What follows belongs to an exercise in optimizing a design on an open flow for small area, a short achievable clock period and few clock cycles per item; a production flow would make more cautious choices.

// unsorted_set_table
module unsorted_set_table (
	input  logic                          clk,
	input  logic                          arst_n,
	input  logic                          req_valid,
	output logic                          req_ready,
	input  logic [1:0]                    req_action,
	input  logic [ust_pkg::VAL_W-1:0]     req_value,
	output logic                          rsp_valid,
	input  logic                          rsp_ready,
	output logic                          rsp_hit,
	output logic                          rsp_full_res,
	output logic [ust_pkg::OUT_CNT_W-1:0] rsp_entry_count
);
==> module unsorted_set_table, before the edit <==
module unsorted_set_table (
	input  logic                          clk,
	input  logic                          arst_n,
	input  logic                          req_valid,
	output logic                          req_ready,
	input  logic [1:0]                    req_action,
	input  logic [ust_pkg::VAL_W-1:0]     req_value,
	output logic                          rsp_valid,
	input  logic                          rsp_ready,
	output logic                          rsp_hit,
	output logic                          rsp_full_res,
	output logic [ust_pkg::OUT_CNT_W-1:0] rsp_entry_count
);
	localparam int DEPTH = ust_pkg::DEPTH;
	localparam int RES_W = ust_pkg::RES_W;
	logic                      accept;
	logic                      a_valid_q;
	logic [1:0]                a_act_q;
	logic [ust_pkg::VAL_W-1:0] a_value_q;
	assign accept = req_valid && req_ready;
	always_ff @(posedge clk or negedge arst_n) begin
		if (!arst_n) begin
			a_valid_q <= 1'b0;
		end else begin
			a_valid_q <= accept;
		end
	end
	always_ff @(posedge clk) begin
		a_act_q   <= req_action;
		a_value_q <= req_value;
	end
	logic [DEPTH-1:0]          we;
	logic [DEPTH-1:0]          eq;
	logic [ust_pkg::VAL_W-1:0] b_value_q;
	for (genvar i = 0; i < DEPTH; i++) begin : g_cell
		ust_cell u_cell (
			.clk   (clk),
			.we    (we[i]),
			.wdata (b_value_q),
			.key   (a_value_q),
			.eq    (eq[i])
		);
	end
	logic                      b_valid_q;
	logic [1:0]                b_act_q;
	logic [DEPTH-1:0]          b_eq_q;
	logic                      b_eq_prev_q;
	logic [DEPTH-1:0]          we_q;
	always_ff @(posedge clk or negedge arst_n) begin
		if (!arst_n) begin
			b_valid_q <= 1'b0;
			we_q      <= '0;
		end else begin
			b_valid_q <= a_valid_q;
			we_q      <= we;
		end
	end
	always_ff @(posedge clk) begin
		b_act_q     <= a_act_q;
		b_value_q   <= a_value_q;
		b_eq_q      <= eq;
		b_eq_prev_q <= (a_value_q == b_value_q);
	end
	logic [DEPTH-1:0]          valid_q;
	logic [DEPTH-1:0]          valid_d;
	logic [ust_pkg::CNT_W-1:0] count_q;
	logic [ust_pkg::CNT_W-1:0] count_d;
	logic [DEPTH-1:0]          match;
	logic [DEPTH-1:0]          match_first;
	logic [DEPTH-1:0]          free_first;
	logic                      any;
	logic                      full;
	logic                      hit_d;
	logic                      full_d;
	function automatic logic [DEPTH-1:0] lowest(input logic [DEPTH-1:0] v);
		logic [DEPTH-1:0] below;
		below = {v[DEPTH-2:0], 1'b0};
		for (int s = 1; s < DEPTH; s = s * 2) begin
			below = below | (below << s);
		end
		lowest = v & ~below;
	endfunction
	assign match       = ((b_eq_q & ~we_q) | (we_q & {DEPTH{b_eq_prev_q}})) & valid_q;
	assign any         = |match;
	assign match_first = lowest(match);
	assign free_first  = lowest(~valid_q);
	assign full        = count_q[ust_pkg::CNT_W-1];
	always_comb begin
		valid_d = valid_q;
		count_d = count_q;
		we      = '0;
		hit_d   = 1'b0;
		full_d  = 1'b0;
		unique case (b_act_q)
			ust_pkg::ACT_ADD: begin
				if (full) begin
					full_d = 1'b1;
				end else begin
					we      = free_first;
					valid_d = valid_q | free_first;
					count_d = count_q + ust_pkg::CNT_W'(1);
					hit_d   = 1'b1;
				end
			end
			ust_pkg::ACT_CONTAINS: begin
				hit_d = any;
			end
			ust_pkg::ACT_REMOVE: begin
				if (any) begin
					valid_d = valid_q & ~match_first;
					count_d = count_q - ust_pkg::CNT_W'(1);
					hit_d   = 1'b1;
				end
			end
			default: begin
				valid_d = '0;
				count_d = '0;
			end
		endcase
		if (!b_valid_q) begin
			valid_d = valid_q;
			count_d = count_q;
			we      = '0;
		end
	end
	always_ff @(posedge clk or negedge arst_n) begin
		if (!arst_n) begin
			valid_q <= '0;
			count_q <= '0;
		end else begin
			valid_q <= valid_d;
			count_q <= count_d;
		end
	end
	localparam int QN = 4;
	logic [RES_W-1:0] res;
	logic [RES_W-1:0] q_q [QN];
	logic [QN-1:0]    v_q;
	logic [QN-1:0]    v_d;
	logic             take;
	logic [2:0]       pend_q;
	logic [2:0]       pend_d;
	logic             block_q;
	assign res  = {hit_d, full_d, ust_pkg::OUT_CNT_W'(count_d)};
	assign take = v_q[0] && rsp_ready;
	always_comb begin
		for (int k = 0; k < QN; k++) begin
			if (take) begin
				v_d[k] = ((k + 1 < QN) ? v_q[(k + 1) % QN] : 1'b0)
				      || (b_valid_q && ((k == 0) || v_q[k]));
			end else begin
				v_d[k] = v_q[k] || (b_valid_q && ((k == 0) || v_q[(k + QN - 1) % QN]));
			end
		end
	end
	always_ff @(posedge clk or negedge arst_n) begin
		if (!arst_n) begin
			v_q <= '0;
		end else begin
			v_q <= v_d;
		end
	end
	always_ff @(posedge clk) begin
		for (int k = 0; k < QN; k++) begin
			if (take) begin
				if ((k + 1 < QN) && v_q[(k + 1) % QN]) q_q[k] <= q_q[(k + 1) % QN];
				else q_q[k] <= res;
			end else begin
				if (!v_q[k]) q_q[k] <= res;
			end
		end
	end
	always_comb begin
		pend_d = pend_q;
		if (accept && !take) pend_d = pend_q + 3'd1;
		if (!accept && take) pend_d = pend_q - 3'd1;
	end
	always_ff @(posedge clk or negedge arst_n) begin
		if (!arst_n) begin
			pend_q  <= '0;
			block_q <= 1'b0;
		end else begin
			pend_q  <= pend_d;
			block_q <= (pend_d == 3'(QN));
		end
	end
	assign req_ready       = !block_q;
	assign rsp_valid       = v_q[0];
	assign rsp_hit         = q_q[0][RES_W-1];
	assign rsp_full_res    = q_q[0][RES_W-2];
	assign rsp_entry_count = q_q[0][ust_pkg::OUT_CNT_W-1:0];
endmodule
==> flow/config.mk <==
export PLATFORM = sky130hd
export DESIGN_NAME = unsorted_set_table
export DESIGN_NICKNAME = unsorted_set_table
export VERILOG_FILES = /design/flow/design.v
export SDC_FILE = /design/flow/constraint.sdc
export NUM_CORES = 4
export LEC_CHECK = 0
export CAP_MARGIN = 20
export CORE_MARGIN = 2
export CORE_UTILIZATION = 40
export PLACE_DENSITY = 0.6
export SETUP_SLACK_MARGIN = 3.0
export SLEW_MARGIN = 20
==> flow/constraint.sdc <==
create_clock -name core_clock -period 5.0 [get_ports {clk}]
set_input_delay 1.0000 -clock core_clock [delete_from_list [all_inputs] [get_ports {clk}]]
set_output_delay 1.0000 -clock core_clock [all_outputs]
set_load 0.01 [all_outputs]
run.sh (not shown) runs the stock make flow with config.mk's settings and CLKGATE_MAP_FILE= SYNTH_SCRIPT=/design/flow/synth_recipe.tcl, a recipe that flattens the netlist after the stock synthesis.
Next try:
--- a/flow/design.v
+++ b/flow/design.v
@@ -71,20 +71,17 @@
 	logic [1:0]                b_act_q;
 	logic [DEPTH-1:0]          b_eq_q;
-	logic                      b_eq_prev_q;
-	logic [DEPTH-1:0]          we_q;
+	logic                      eq_prev;
+	assign eq_prev = (a_value_q == b_value_q);
 	always_ff @(posedge clk or negedge arst_n) begin
 		if (!arst_n) begin
 			b_valid_q <= 1'b0;
-			we_q      <= '0;
 		end else begin
 			b_valid_q <= a_valid_q;
-			we_q      <= we;
-		end
-	end
-	always_ff @(posedge clk) begin
-		b_act_q     <= a_act_q;
-		b_value_q   <= a_value_q;
-		b_eq_q      <= eq;
-		b_eq_prev_q <= (a_value_q == b_value_q);
+		end
+	end
+	always_ff @(posedge clk) begin
+		b_act_q   <= a_act_q;
+		b_value_q <= a_value_q;
+		b_eq_q    <= (eq & ~we) | (we & {DEPTH{eq_prev}});
 	end
 	logic [DEPTH-1:0]          valid_q;
@@ -107,5 +104,5 @@
 		lowest = v & ~below;
 	endfunction
-	assign match       = ((b_eq_q & ~we_q) | (we_q & {DEPTH{b_eq_prev_q}})) & valid_q;
+	assign match       = b_eq_q & valid_q;
 	assign any         = |match;
 	assign match_first = lowest(match);
@@ -159,6 +156,7 @@
 		end
 	end
-	localparam int QN = 4;
-	logic [RES_W-1:0] res;
+	localparam int QN = 5;
+	logic [RES_W-1:0] res_q;
+	logic             res_v_q;
 	logic [RES_W-1:0] q_q [QN];
 	logic [QN-1:0]    v_q;
@@ -168,5 +166,14 @@
 	logic [2:0]       pend_d;
 	logic             block_q;
-	assign res  = {hit_d, full_d, ust_pkg::OUT_CNT_W'(count_d)};
+	always_ff @(posedge clk or negedge arst_n) begin
+		if (!arst_n) begin
+			res_v_q <= 1'b0;
+		end else begin
+			res_v_q <= b_valid_q;
+		end
+	end
+	always_ff @(posedge clk) begin
+		res_q <= {hit_d, full_d, ust_pkg::OUT_CNT_W'(count_d)};
+	end
 	assign take = v_q[0] && rsp_ready;
 	always_comb begin
@@ -174,7 +181,7 @@
 			if (take) begin
 				v_d[k] = ((k + 1 < QN) ? v_q[(k + 1) % QN] : 1'b0)
-				      || (b_valid_q && ((k == 0) || v_q[k]));
+				      || (res_v_q && ((k == 0) || v_q[k]));
 			end else begin
-				v_d[k] = v_q[k] || (b_valid_q && ((k == 0) || v_q[(k + QN - 1) % QN]));
+				v_d[k] = v_q[k] || (res_v_q && ((k == 0) || v_q[(k + QN - 1) % QN]));
 			end
 		end
@@ -191,7 +198,7 @@
 			if (take) begin
 				if ((k + 1 < QN) && v_q[(k + 1) % QN]) q_q[k] <= q_q[(k + 1) % QN];
-				else q_q[k] <= res;
+				else q_q[k] <= res_q;
 			end else begin
-				if (!v_q[k]) q_q[k] <= res;
+				if (!v_q[k]) q_q[k] <= res_q;
 			end
 		end
Global-route usage grows by 2.1 points.
Setup slack improves by 380 ps.
Final cell count shrinks slightly.
Count of clock-buffer cells in the layout does not change.
Core utilization decreases by 0.59 points.
Via count rises by a few percent.
Design area fell slightly.
Synthesized cell count barely changes.
Sequential share of layout area came out higher by 0.49 points.
Wire length increases by a little under a tenth.
First-iteration DRC count climbs by a quarter to a third.
No run of this note included a check of the RTL's function; only the layout flow was run.

-- re-timing with driven ports --
In the flow no input, the clock included, has a driving cell. The finished layouts below were timed again as built, in two steps.
Step 1, drivers: a clkbuf_16 drives clk and a buf_2 each remaining input, both assumed.
Step 2 also shifts input and output timing later by t, the mid clock arrival at the registers, as if the neighbouring blocks saw the same clock.
Slacks: ideal / step 1 / step 2; pairs: ideal / step 1.
run	t, ns	slack for setup (ns)	latest minus earliest clock arrival (ns)	worst data-port slew with drivers (ns)	pins driven straight from the clock port
the first run	0.668	2.348 / 2.348 / 2.348	0.035 / 0.036	0.03	1
the second run	0.682	2.730 / 2.730 / 2.550	0.035 / 0.034	0.05	1
After both steps setup and hold are still met in every run listed. The setup slack of the second run, which loses most, moves by 0.000 ns with the drivers and by -0.180 ns with both steps.
